From an optimization exercise on the open Yosys and OpenROAD flow, aimed at small area, a short achievable clock period and few clock cycles per item; shortcuts taken in it are not production practice.
At most, simulation tests tie the RTL to the original design; equivalence was not proved.

Setup of the reference run:
// joystick_axes_to_cursor_motion_unit
module joystick_axes_to_cursor_motion_unit #(
    parameter int ADC_BITS = jac_pkg::ADC_BITS_DEF
) (
    input  logic                          clk,
    input  logic                          rst_n,
    input  logic                          s_axis_tvalid,
    output logic                          s_axis_tready,
    input  logic [((4*ADC_BITS+8)/8)*8-1:0] s_axis_tdata,
    output logic                          m_axis_tvalid,
    input  logic                          m_axis_tready,
    output logic [jac_pkg::OUT_W-1:0]     m_axis_tdata,
    input  logic                          cfg_we,
    input  logic [2:0]                    cfg_addr,
    input  logic [(ADC_BITS > 8 ? ADC_BITS : 8)-1:0] cfg_data
);
Size: roughly 3600 cells after synthesis, roughly 620 flip-flops, roughly 110 I/O pins, ~35000 µm² of cells after synthesis.
clock: 8.0 ns
lec_check: 0
cap_margin: 20
core_margin: 2
core_utilization: 55
cts_buf_list: sky130_fd_sc_hd__clkbuf_8
cts_cluster_size: 40
setup_slack_margin: 5.0
slew_margin: 20
standard.sh (not shown) runs the stock make flow with config.mk's settings and CLKGATE_MAP_FILE= SYNTH_SCRIPT=/design/flow/synth_recipe.tcl, a recipe that flattens the netlist after the stock synthesis.
==> flow/flow/run.sh <==
#!/bin/bash
# Standard ORFS layout (the standard.sh, standard synthesis unchanged),
# except that the port buffers inserted before global placement are buf_2
# cells instead of the cell buffer_ports picks by default.
set -euo pipefail
export BUFFER_PORTS_ARGS="-buffer_cell sky130_fd_sc_hd__buf_2"
bash standard.sh finish > standard_finish.log 2>&1
The reference run was carried through to the last stage, and its layout satisfied the timing, DRC and antenna checks.
Testbench counts of the reference run, summed over its fixed seeds: cycles 36,773, items 25,600.
--- input diff the reference run..the trial run ---
--- a/flow/design.v
+++ b/flow/design.v
@@ -234,43 +234,45 @@
     logic [13:0] r6_s, r6_c;
     always_ff @(posedge clk)
     begin
         r6_neg <= r5_neg;
         r6_sat <= f1_hi;
         r6_s   <= f1_s5[13:0];
         r6_c   <= f1_c5[13:0];
     end
     logic [14:0] f2_x;
+    logic [11:0] f2_y;
+    logic [16:0] f2_t1, f2_t2, f2_t3, f2_t4, f2_s1, f2_c1, f2_s2, f2_c2;
     always_comb
-        f2_x = {1'b0, r6_s} + {1'b0, r6_c};
+    begin
+        f2_x  = {1'b0, r6_s} + {1'b0, r6_c};
+        f2_y  = f2_x[13:2];
+        f2_t1 = {f2_y, 5'd0};
+        f2_t2 = {2'b0, f2_y, 3'd0};
+        f2_t3 = {5'b0, f2_y};
+        f2_t4 = ~{10'd0, f2_y[11:5]};
+        f2_s1 = f2_t1 ^ f2_t2 ^ f2_t3;
+        f2_c1 = ((f2_t1 & f2_t2) | (f2_t1 & f2_t3) | (f2_t2 & f2_t3)) << 1;
+        f2_s2 = f2_s1 ^ f2_c1 ^ f2_t4;
+        f2_c2 = ((f2_s1 & f2_c1) | (f2_s1 & f2_t4) | (f2_c1 & f2_t4)) << 1;
+    end
     logic        r7_neg, r7_sat;
-    logic [13:0] r7_x;
+    logic [16:0] r7_ps, r7_pc;
     always_ff @(posedge clk)
     begin
         r7_neg <= r6_neg;
         r7_sat <= r6_sat || (f2_x >= 15'd12800);
-        r7_x   <= f2_x[13:0];
+        r7_ps  <= f2_s2;
+        r7_pc  <= f2_c2 | {16'd0, f2_y[4:0] == 5'd0};
     end
-    logic [11:0] g_y;
-    logic [16:0] g_t1, g_t2, g_t3, g_t4, g_s1, g_c1, g_s2, g_c2, g_p;
+    logic [16:0] g_p;
     always_comb
-    begin
-        g_y  = r7_x[13:2];
-        g_t1 = {g_y, 5'd0};
-        g_t2 = {2'b0, g_y, 3'd0};
-        g_t3 = {5'b0, g_y};
-        g_t4 = ~{10'd0, g_y[11:5]};
-        g_s1 = g_t1 ^ g_t2 ^ g_t3;
-        g_c1 = ((g_t1 & g_t2) | (g_t1 & g_t3) | (g_t2 & g_t3)) << 1;
-        g_s2 = g_s1 ^ g_c1 ^ g_t4;
-        g_c2 = ((g_s1 & g_c1) | (g_s1 & g_t4) | (g_c1 & g_t4)) << 1;
-        g_p  = g_s2 + (g_c2 | {16'd0, g_y[4:0] == 5'd0});
-    end
+        g_p = r7_ps + r7_pc;
     logic [6:0] r8_s;
     logic       r8_neg;
     always_ff @(posedge clk)
     begin
         r8_s   <= g_p[16:10] | {7{r7_sat}};
         r8_neg <= r7_neg;
     end
     assign sat_g = r7_sat;
     logic [7:0] h_pp [4];
Results
- NOTE: cell depth of the worst setup path in the trial run falls short of that of the reference run
- Between the trial run and the reference run, the synthesized instance count figures differ only marginally.
- The trial run vs the reference run — cell area climbed slightly
- Met1 layer wirelength in the final routing: the trial run and the reference run compared, lower one is the trial run
- Changes observed in the trial run relative to the reference run: portion of netlist area occupied by mux cells now smaller, global-route met1 utilization lower, synthesized area moved up, register cell area after layout moved up, final standard cell utilization of the core now sits at about the same level.
No functional check of the RTL was part of the trial run.

Another version of the RTL of joystick_axes_to_cursor_motion_unit (not shown whole).
For scale: ~630 flip-flops, roughly 110 I/O pins, roughly 0.036 mm2 of cells after synthesis.
==> flow/config.mk <==
export PLATFORM = sky130hd
export DESIGN_NAME = joystick_axes_to_cursor_motion_unit
export DESIGN_NICKNAME = joystick_axes_to_cursor_motion_unit
export VERILOG_FILES = /design/flow/design.v
export SDC_FILE = /design/flow/constraint.sdc
export NUM_CORES = 4
export LEC_CHECK = 0
export CAP_MARGIN = 20
export CORE_MARGIN = 2
export CORE_UTILIZATION = 65
export SETUP_SLACK_MARGIN = 5.0
export SLEW_MARGIN = 20
==> flow/constraint.sdc <==
create_clock -name core_clock -period 8.0 [get_ports {clk}]
set_input_delay 1.6000 -clock core_clock [delete_from_list [all_inputs] [get_ports {clk}]]
set_output_delay 1.6000 -clock core_clock [all_outputs]
set_load 0.01 [all_outputs]
Scripts as last shown in full above: flow/flow/run.sh
Edit:
--- a/flow/design.v
+++ b/flow/design.v
@@ -245,37 +245,37 @@
     logic        r7_neg, r7_sat;
     logic [13:0] r7_x;
     always_ff @(posedge clk)
     begin
         r7_neg <= r6_neg;
         r7_sat <= r6_sat || (f2_x >= 15'd12800);
         r7_x   <= f2_x[13:0];
     end
     logic [11:0] g_y;
-    logic [22:0] g_t1, g_t2, g_t3, g_t4, g_s1, g_c1, g_s2, g_c2, g_p;
+    logic [16:0] g_t1, g_t2, g_t3, g_t4, g_s1, g_c1, g_s2, g_c2, g_p;
     always_comb
     begin
         g_y  = r7_x[13:2];
-        g_t1 = {1'b0, g_y, 10'd0};
-        g_t2 = {3'b0, g_y, 8'd0};
-        g_t3 = {6'b0, g_y, 5'd0};
-        g_t4 = ~{11'd0, g_y};
+        g_t1 = {g_y, 5'd0};
+        g_t2 = {2'b0, g_y, 3'd0};
+        g_t3 = {5'b0, g_y};
+        g_t4 = ~{10'd0, g_y[11:5]};
         g_s1 = g_t1 ^ g_t2 ^ g_t3;
         g_c1 = ((g_t1 & g_t2) | (g_t1 & g_t3) | (g_t2 & g_t3)) << 1;
         g_s2 = g_s1 ^ g_c1 ^ g_t4;
         g_c2 = ((g_s1 & g_c1) | (g_s1 & g_t4) | (g_c1 & g_t4)) << 1;
-        g_p  = g_s2 + (g_c2 | 23'd1);
+        g_p  = g_s2 + (g_c2 | {16'd0, g_y[4:0] == 5'd0});
     end
     logic [6:0] r8_s;
     logic       r8_neg;
     always_ff @(posedge clk)
     begin
-        r8_s   <= r7_sat ? 7'd127 : g_p[21:15];
+        r8_s   <= g_p[16:10] | {7{r7_sat}};
         r8_neg <= r7_neg;
     end
     assign sat_g = r7_sat;
     logic [7:0] h_pp [4];
     logic [7:0] h_s1, h_c1, h_s2, h_c2;
     always_comb
     begin
         speed = r8_neg ? 8'(-{1'b0, r8_s}) : {1'b0, r8_s};
         neg   = r8_neg;
The changed run finished clean.
Setup slack gets better by 370 ps.
Register-to-register slack gets better by 370 ps.
First-iteration DRC count goes down by 12%.
Hold slack stays flat.
Global-route usage goes up by 1.5 points.
Cell count barely changes.
Flip-flop and latch count is unchanged.
Core utilization goes up by 0.86 points.
Design area goes down by 0.41%.
Maximum frequency goes up by about 12%.
Synthesized area goes down by about 0.9%.
No run of this note included a check of the RTL's function; only the layout flow was run.

-- what the ideal ports hide --
The flow's constraints put no driver on any port. The routed layouts listed below were extracted and timed again, unchanged, in two steps. Step 1: set_driving_cell puts a clkbuf_16 on clk and a buf_2 on each other input, an assumption about the parent block. Step 2 moves the port delays by t, midway between the first and last clock arrival at a register: inputs arrive t later, outputs are due t later. That takes back most of the time a late clock gives input paths. Three values: no drivers, after step 1, after step 2; two values: the first two.
run	t (ns)	setup slack, ns	hold WS [ns]	worst setup path after step 2	latest minus earliest clock arrival (ns)
the reference run	0.748	4.917 / 4.917 / 4.552	0.309 / 0.309 / 0.309	input to register	0.059 / 0.059
the trial run	0.744	4.979 / 4.979 / 4.477	0.324 / 0.324 / 0.324	input to register	0.036 / 0.035
the first run of note 2	0.669	4.556 / 4.556 / 4.463	0.324 / 0.324 / 0.324	input to register	0.025 / 0.025
the second run of note 2	0.653	4.924 / 4.924 / 4.499	0.325 / 0.325 / 0.325	input to register	0.028 / 0.028
After both steps setup and hold are still met in every run listed. The setup slack of the trial run, which loses most, moves by 0.000 ns with the drivers and by -0.502 ns with both steps.
